This is an optimization exercise on Yosys and OpenROAD, whose aim is small area and a short achievable clock period, not a production implementation. Where RTL was checked, it was by simulation tests only, not by an equivalence proof against the original. Power and IR drop assume default switching activity.

==> flow/design.v <==
package data_mem_responder_pkg;
   localparam int ADDR_W_DEF = 6;
   localparam int DATA_W_DEF = 32;
   localparam int TAP_STEP   = 3;
endpackage
import data_mem_responder_pkg::*;
module data_mem_responder_array #(
   parameter int ADDR_W = ADDR_W_DEF,
   parameter int DATA_W = DATA_W_DEF
) (
   input  logic                   clk,
   input  logic [2**ADDR_W-1:0]   we_i,     
   input  logic [2**ADDR_W-1:0]   hold_i,   
   input  logic [DATA_W-1:0]      wdata_i,
   input  logic [2**ADDR_W/2-1:0] rsel_i,   
   input  logic                   rinv_i,   
   output logic [DATA_W-1:0]      rdata_o
);
   localparam int N = 2**ADDR_W;
   logic [DATA_W-1:0] slot_q [N];
   logic [DATA_W-1:0] rd_pos, rd_neg;
   function automatic logic inverted(input int s);
      inverted = ((s / TAP_STEP + 1) % 2) == 1;
   endfunction
   for (genvar s = 0; s < N; s++) begin : g_slot
      if (s % TAP_STEP == 0) begin : g_tap
         logic [DATA_W-1:0] wd;
         assign wd = inverted(s) ? wdata_i : ~wdata_i;
         always_ff @(posedge clk)
            slot_q[s] <= ~(({DATA_W{we_i[s]}} & wd) | ({DATA_W{hold_i[s]}} & slot_q[(s + N - 1) % N]));
      end else begin : g_pass
         always_ff @(posedge clk)
            slot_q[s] <= slot_q[(s + N - 1) % N];
      end
   end
   always_comb begin
      rd_pos = '0;
      rd_neg = '0;
      for (int k = 0; k < N/2; k++)
         if (inverted(2*k)) rd_neg = rd_neg | (slot_q[2*k] & {DATA_W{rsel_i[k]}});
         else               rd_pos = rd_pos | (slot_q[2*k] & {DATA_W{rsel_i[k]}});
   end
   assign rdata_o = rd_pos | ({DATA_W{rinv_i}} & ~rd_neg);
endmodule
import data_mem_responder_pkg::*;
module data_mem_responder #(
   parameter int ADDR_W      = ADDR_W_DEF,
   parameter int DATA_W      = DATA_W_DEF,
   parameter int WAIT_CYCLES = 2
) (
   input  logic                 clk,
   input  logic                 rst,
   input  logic                 req,
   input  logic                 we,
   input  logic [ADDR_W+1:0]    addr,
   input  logic [DATA_W-1:0]    wdata,
   output logic [DATA_W-1:0]    rdata,
   output logic                 ack,
   output logic                 err,
   output logic                 busy
);
   localparam int N = 2**ADDR_W;
   logic              busy_q, w1_q, ack_q, err_q;
   logic              we_q, mis_q;
   logic              st_q;        
   logic              pend_q;      
   logic [ADDR_W-1:0] phase_q, pos_q, pos_d, npos2;
   logic [N-1:0]      hit_q, nhit_q, hit_d;
   logic              anyhit_q;
   logic [N/2-1:0]    rsel_q, rsel_d;  
   logic              rinv_q, rinv_d;
   logic [DATA_W-1:0] buf_q;
   logic [DATA_W-1:0] rdata_q, ring_rdata;
   logic              accept, done, wr;
   function automatic logic inverted(input int s);
      inverted = ((s / TAP_STEP + 1) % 2) == 1;
   endfunction
   assign accept = req & ~busy_q;
   assign done   = req & rst & w1_q;                  
   assign wr     = (done & st_q) | pend_q;            
   data_mem_responder_array #(.ADDR_W(ADDR_W), .DATA_W(DATA_W)) u_array (
      .clk     (clk),
      .we_i    (hit_q & {N{wr}}),
      .hold_i  (nhit_q | {N{~wr}}),
      .wdata_i (buf_q),
      .rsel_i  (rsel_q),
      .rinv_i  (rinv_q),
      .rdata_o (ring_rdata)
   );
   assign pos_d = accept ? (addr[ADDR_W+1:2] + phase_q) : (pos_q + 1'b1);
   assign npos2 = pos_q + 2'd2;
   always_comb begin
      for (int s = 0; s < N; s++)
         hit_d[s] = (s % TAP_STEP == 0) && (npos2 == ADDR_W'(s));
      rinv_d = 1'b0;
      for (int k = 0; k < N/2; k++) begin
         rsel_d[k] = (pos_d == ADDR_W'(2*k));
         if (inverted(2*k)) rinv_d = rinv_d | rsel_d[k];
      end
   end
   always_ff @(posedge clk) begin
      phase_q  <= phase_q + 1'b1;
      pos_q    <= pos_d;
      hit_q    <= hit_d;
      nhit_q   <= ~hit_d;
      anyhit_q <= |hit_d;
      rsel_q   <= rsel_d;
      rinv_q   <= rinv_d;
      pend_q   <= wr & ~anyhit_q;
      if (accept) begin
         we_q  <= we;
         mis_q <= (addr[1:0] != 2'b00);
         buf_q <= wdata;
      end else if (!we_q) begin
         buf_q <= ring_rdata;
      end
   end
   always_ff @(posedge clk) begin
      if (!rst) begin
         busy_q  <= 1'b0;
         w1_q    <= 1'b0;
         ack_q   <= 1'b0;
         st_q    <= 1'b0;
         err_q   <= 1'b0;
         rdata_q <= '0;
      end else begin
         busy_q <= req;
         w1_q   <= req & busy_q & ~w1_q & ~ack_q;
         ack_q  <= req & (w1_q | ack_q);
         st_q   <= req & (accept ? (we & (addr[1:0] == 2'b00)) : (st_q & ~w1_q & ~ack_q));
         if (done) begin
            err_q <= mis_q;
            if (mis_q) rdata_q <= '0;
            else if (!we_q) rdata_q <= pos_q[0] ? buf_q : ring_rdata;
         end else if (ack_q && !req) begin
            err_q <= 1'b0;
         end
      end
   end
   assign ack   = ack_q;
   assign busy  = busy_q;
   assign err   = err_q;
   assign rdata = rdata_q;
endmodule
make LEC_CHECK=0 CAP_MARGIN=20 CORE_MARGIN=2 CORE_UTILIZATION=40 SETUP_SLACK_MARGIN=2.3 SLEW_MARGIN=20 finish   # period 4.5 ns
run.sh (not shown) runs the stock make flow with config.mk's settings and CLKGATE_MAP_FILE= SYNTH_SCRIPT=/design/flow/synth_recipe.tcl, a recipe that flattens the netlist after the stock synthesis.
Next try:
--- a/flow/design.v
+++ b/flow/design.v
@@ -65,7 +65,8 @@
    logic              st_q;        
    logic              pend_q;      
-   logic [ADDR_W-1:0] phase_q, pos_q, pos_d, npos2;
-   logic [N-1:0]      hit_q, nhit_q, hit_d;
-   logic              anyhit_q;
+   logic [ADDR_W-1:0] phase_q, pos_q, pos_d;
+   logic [ADDR_W-1:0] posn_q;          
+   logic [N-1:0]      hit, nhit;
+   logic              anyhit;
    logic [N/2-1:0]    rsel_q, rsel_d;  
    logic              rinv_q, rinv_d;
@@ -76,4 +77,10 @@
       inverted = ((s / TAP_STEP + 1) % 2) == 1;
    endfunction
+   function automatic logic [N-1:0] rinv_table(input int n);
+      logic [N-1:0] t;
+      for (int s = 0; s < n; s++) t[s] = (s % 2 == 0) && (((s / TAP_STEP + 1) % 2) == 1);
+      rinv_table = t;
+   endfunction
+   localparam logic [N-1:0] RINV = rinv_table(N);
    assign accept = req & ~busy_q;
    assign done   = req & rst & w1_q;                  
@@ -81,6 +88,6 @@
    data_mem_responder_array #(.ADDR_W(ADDR_W), .DATA_W(DATA_W)) u_array (
       .clk     (clk),
-      .we_i    (hit_q & {N{wr}}),
-      .hold_i  (nhit_q | {N{~wr}}),
+      .we_i    (hit & {N{wr}}),
+      .hold_i  (nhit | {N{~wr}}),
       .wdata_i (buf_q),
       .rsel_i  (rsel_q),
@@ -89,23 +96,22 @@
    );
    assign pos_d = accept ? (addr[ADDR_W+1:2] + phase_q) : (pos_q + 1'b1);
-   assign npos2 = pos_q + 2'd2;
    always_comb begin
-      for (int s = 0; s < N; s++)
-         hit_d[s] = (s % TAP_STEP == 0) && (npos2 == ADDR_W'(s));
-      rinv_d = 1'b0;
-      for (int k = 0; k < N/2; k++) begin
+      anyhit = 1'b0;
+      for (int s = 0; s < N; s++) begin
+         hit[s]  = (s % TAP_STEP == 0) && (pos_q == ADDR_W'(s - 1));
+         nhit[s] = !((s % TAP_STEP == 0) && (posn_q == ~ADDR_W'(s - 1)));
+         anyhit  = anyhit | hit[s];
+      end
+      for (int k = 0; k < N/2; k++)
          rsel_d[k] = (pos_d == ADDR_W'(2*k));
-         if (inverted(2*k)) rinv_d = rinv_d | rsel_d[k];
-      end
+      rinv_d = RINV[pos_d];
    end
    always_ff @(posedge clk) begin
       phase_q  <= phase_q + 1'b1;
       pos_q    <= pos_d;
-      hit_q    <= hit_d;
-      nhit_q   <= ~hit_d;
-      anyhit_q <= |hit_d;
+      posn_q   <= ~pos_d;
       rsel_q   <= rsel_d;
       rinv_q   <= rinv_d;
-      pend_q   <= wr & ~anyhit_q;
+      pend_q   <= wr & ~anyhit;
       if (accept) begin
          we_q  <= we;
The changed run produced a clean layout.
Wire length came out higher slightly.
Via count came out higher slightly.
Final cell count came out higher slightly.
Critical path depth came out lower by 3.
Total power barely changes.
Area after synthesis came out lower slightly.
Clock-buffer cell count came out lower by 1.
Die area came out lower slightly.
Design area came out higher slightly.
Maximum frequency came out higher by a few percent.
Register-to-register slack gains 50 ps.
Clock skew came out lower by 8.5 ps.
First-iteration DRC count came out higher by a little under a tenth.
Function not checked in the second run of this note: the RTL went through the layout flow alone.

## v19
RTL: one of the versions met above, not the one the previous note started from.
For scale: ~79 I/O pins, about 58000 um2 of cells after synthesis.
==> module data_mem_responder, before the edit <==
module data_mem_responder #(
   parameter int ADDR_W      = ADDR_W_DEF,
   parameter int DATA_W      = DATA_W_DEF,
   parameter int WAIT_CYCLES = 2
) (
   input  logic                 clk,
   input  logic                 rst,
   input  logic                 req,
   input  logic                 we,
   input  logic [ADDR_W+1:0]    addr,
   input  logic [DATA_W-1:0]    wdata,
   output logic [DATA_W-1:0]    rdata,
   output logic                 ack,
   output logic                 err,
   output logic                 busy
);
   localparam int N = 2**ADDR_W;
   logic              busy_q, w1_q, ack_q, err_q;
   logic              we_q, mis_q;
   logic              st_q;        
   logic              pend_q;      
   logic [ADDR_W-1:0] phase_q, pos_q, pos_d;
   logic [ADDR_W-1:0] posn_q;          
   logic [N-1:0]      hit, nhit;
   logic              anyhit;
   logic [N/2-1:0]    rsel_q, rsel_d;  
   logic              rinv_q, rinv_d;
   logic [DATA_W-1:0] buf_q;
   logic [DATA_W-1:0] rdata_q, ring_rdata;
   logic              accept, done, wr;
   function automatic logic inverted(input int s);
      inverted = ((s / TAP_STEP + 1) % 2) == 1;
   endfunction
   function automatic logic [N-1:0] rinv_table(input int n);
      logic [N-1:0] t;
      for (int s = 0; s < n; s++) t[s] = (s % 2 == 0) && (((s / TAP_STEP + 1) % 2) == 1);
      rinv_table = t;
   endfunction
   localparam logic [N-1:0] RINV = rinv_table(N);
   assign accept = req & ~busy_q;
   assign done   = req & rst & w1_q;                  
   assign wr     = (done & st_q) | pend_q;            
   data_mem_responder_array #(.ADDR_W(ADDR_W), .DATA_W(DATA_W)) u_array (
      .clk     (clk),
      .we_i    (hit & {N{wr}}),
      .hold_i  (nhit | {N{~wr}}),
      .wdata_i (buf_q),
      .rsel_i  (rsel_q),
      .rinv_i  (rinv_q),
      .rdata_o (ring_rdata)
   );
   assign pos_d = accept ? (addr[ADDR_W+1:2] + phase_q) : (pos_q + 1'b1);
   always_comb begin
      anyhit = 1'b0;
      for (int s = 0; s < N; s++) begin
         hit[s]  = (s % TAP_STEP == 0) && (pos_q == ADDR_W'(s - 1));
         nhit[s] = !((s % TAP_STEP == 0) && (posn_q == ~ADDR_W'(s - 1)));
         anyhit  = anyhit | hit[s];
      end
      for (int k = 0; k < N/2; k++)
         rsel_d[k] = (pos_d == ADDR_W'(2*k));
      rinv_d = RINV[pos_d];
   end
   always_ff @(posedge clk) begin
      phase_q  <= phase_q + 1'b1;
      pos_q    <= pos_d;
      posn_q   <= ~pos_d;
      rsel_q   <= rsel_d;
      rinv_q   <= rinv_d;
      pend_q   <= wr & ~anyhit;
      if (accept) begin
         we_q  <= we;
         mis_q <= (addr[1:0] != 2'b00);
         buf_q <= wdata;
      end else if (!we_q) begin
         buf_q <= ring_rdata;
      end
   end
   always_ff @(posedge clk) begin
      if (!rst) begin
         busy_q  <= 1'b0;
         w1_q    <= 1'b0;
         ack_q   <= 1'b0;
         st_q    <= 1'b0;
         err_q   <= 1'b0;
         rdata_q <= '0;
      end else begin
         busy_q <= req;
         w1_q   <= req & busy_q & ~w1_q & ~ack_q;
         ack_q  <= req & (w1_q | ack_q);
         st_q   <= req & (accept ? (we & (addr[1:0] == 2'b00)) : (st_q & ~w1_q & ~ack_q));
         if (done) begin
            err_q <= mis_q;
            if (mis_q) rdata_q <= '0;
            else if (!we_q) rdata_q <= pos_q[0] ? buf_q : ring_rdata;
         end else if (ack_q && !req) begin
            err_q <= 1'b0;
         end
      end
   end
   assign ack   = ack_q;
   assign busy  = busy_q;
   assign err   = err_q;
   assign rdata = rdata_q;
endmodule
clock: 4.5 ns
lec_check: 0
cap_margin: 20
core_margin: 2
core_utilization: 40
cts_cluster_diameter: 100
cts_cluster_size: 24
setup_slack_margin: 2.3
slew_margin: 20
v19: flow completed, timing, DRC and antenna clean
Relative to v19, the following input files were edited for v10:
--- a/flow/design.v
+++ b/flow/design.v
@@ -63,12 +63,15 @@
    logic              busy_q, w1_q, ack_q, err_q;
    logic              we_q, mis_q;
    logic              st_q;        
    logic              pend_q;      
    logic [ADDR_W-1:0] phase_q, pos_q, pos_d;
    logic [ADDR_W-1:0] posn_q;          
+   logic [ADDR_W-1:0] hpos_q, hpos_d;  
+   logic              ld_ring_q, ld_buf_q;  
+   logic              g_ring, g_buf, g_hold;
    logic [N-1:0]      hit, nhit;
    logic              anyhit;
    logic [N/2-1:0]    rsel_q, rsel_d;  
    logic              rinv_q, rinv_d;
    logic [DATA_W-1:0] buf_q;
    logic [DATA_W-1:0] rdata_q, ring_rdata;
@@ -82,37 +85,44 @@
       rinv_table = t;
    endfunction
    localparam logic [N-1:0] RINV = rinv_table(N);
    assign accept = req & ~busy_q;
    assign done   = req & rst & w1_q;                  
    assign wr     = (done & st_q) | pend_q;            
+   assign g_ring = done & ld_ring_q;
+   assign g_buf  = done & ld_buf_q;
+   assign g_hold = ~done | (we_q & ~mis_q);
    data_mem_responder_array #(.ADDR_W(ADDR_W), .DATA_W(DATA_W)) u_array (
       .clk     (clk),
       .we_i    (hit & {N{wr}}),
       .hold_i  (nhit | {N{~wr}}),
       .wdata_i (buf_q),
       .rsel_i  (rsel_q),
       .rinv_i  (rinv_q),
       .rdata_o (ring_rdata)
    );
-   assign pos_d = accept ? (addr[ADDR_W+1:2] + phase_q) : (pos_q + 1'b1);
+   assign pos_d  = accept ? (addr[ADDR_W+1:2] + phase_q) : (pos_q + 1'b1);
+   assign hpos_d = accept ? (addr[ADDR_W+1:2] + (phase_q + 1'b1)) : (pos_q + 2'd2);
    always_comb begin
       anyhit = 1'b0;
       for (int s = 0; s < N; s++) begin
-         hit[s]  = (s % TAP_STEP == 0) && (pos_q == ADDR_W'(s - 1));
+         hit[s]  = (s % TAP_STEP == 0) && (hpos_q == ADDR_W'(s));
          nhit[s] = !((s % TAP_STEP == 0) && (posn_q == ~ADDR_W'(s - 1)));
          anyhit  = anyhit | hit[s];
       end
       for (int k = 0; k < N/2; k++)
          rsel_d[k] = (pos_d == ADDR_W'(2*k));
       rinv_d = RINV[pos_d];
    end
    always_ff @(posedge clk) begin
       phase_q  <= phase_q + 1'b1;
       pos_q    <= pos_d;
       posn_q   <= ~pos_d;
+      hpos_q   <= hpos_d;
+      ld_ring_q <= ~mis_q & ~we_q & pos_q[0];
+      ld_buf_q  <= ~mis_q & ~we_q & ~pos_q[0];
       rsel_q   <= rsel_d;
       rinv_q   <= rinv_d;
       pend_q   <= wr & ~anyhit;
       if (accept) begin
          we_q  <= we;
          mis_q <= (addr[1:0] != 2'b00);
@@ -131,16 +141,16 @@
          rdata_q <= '0;
       end else begin
          busy_q <= req;
          w1_q   <= req & busy_q & ~w1_q & ~ack_q;
          ack_q  <= req & (w1_q | ack_q);
          st_q   <= req & (accept ? (we & (addr[1:0] == 2'b00)) : (st_q & ~w1_q & ~ack_q));
+         rdata_q <= ({DATA_W{g_ring}} & ring_rdata) | ({DATA_W{g_buf}} & buf_q) |
+                    ({DATA_W{g_hold}} & rdata_q);
          if (done) begin
             err_q <= mis_q;
-            if (mis_q) rdata_q <= '0;
-            else if (!we_q) rdata_q <= pos_q[0] ? buf_q : ring_rdata;
          end else if (ack_q && !req) begin
             err_q <= 1'b0;
          end
       end
    end
    assign ack   = ack_q;
[summary]
Run comparison: v19 beginning of the critical path posn_q[4]; v10 beginning of the critical path rsel_q[13]. Worst-case setup margin in the final layout for v10: 0.019 ns down relative to v19. v19 → v10: global-route total usage across every layer held steady; wire length reported by the detailed router shrank by about 0.34%. v10: fraction of layout instances using a drive strength above 1 lower than v19. The number of different library cells in the post-synthesis netlist in v10 sits 3 above the value recorded for v19. Sequential share of layout area (lower): v19. Higher clock period minus final worst setup slack among v10 and v19: v10. The endpoint of the worst setup timing path comes out u_array.slot_q[51][3] in one run and rdata_q[26] in the other, namely in v19 and v10 respectively.
No run of this note included a check of the RTL's function; only the layout flow was run.

afterwards: timing with drivers on the ports:
In the flow no input, the clock included, has a driving cell. The finished layouts below were timed again as built, in two steps. Step 1 (the two cells are an assumption about what drives the block):
set clk [get_ports {clk}]
set_driving_cell -lib_cell sky130_fd_sc_hd__clkbuf_16 $clk
set_driving_cell -lib_cell sky130_fd_sc_hd__buf_2 [delete_from_list [all_inputs] $clk]
Step 2 adds t to the input delays and takes it off the output delays; t is the mean of the earliest and latest rising clock arrival at the registers after step 1. Input paths then give back, and output paths get back, about the clock's delay inside the block. Three values: ideal, step 1, step 2; two values: the first two.
run | t (ns) | slack for setup (ns) | slew at the worst register clock pin (ns) | worst data-port slew with drivers (ns)
the first run of note 1 | 0.899 | 2.229 / 2.229 / 1.388 | 0.07 / 0.07 | 0.05
the second run of note 1 | 0.889 | 2.277 / 2.242 / 1.476 | 0.07 / 0.07 | 0.05
v19 | 0.802 | 2.261 / 2.254 / 1.564 | 0.10 / 0.10 | 0.06
v10 | 0.811 | 2.242 / 2.242 / 1.510 | 0.10 / 0.10 | 0.05
After both steps every run listed still meets setup and hold. For the first run of note 1, which loses most, drivers alone change the setup slack by 0.000 ns; drivers and shift together by -0.841 ns.
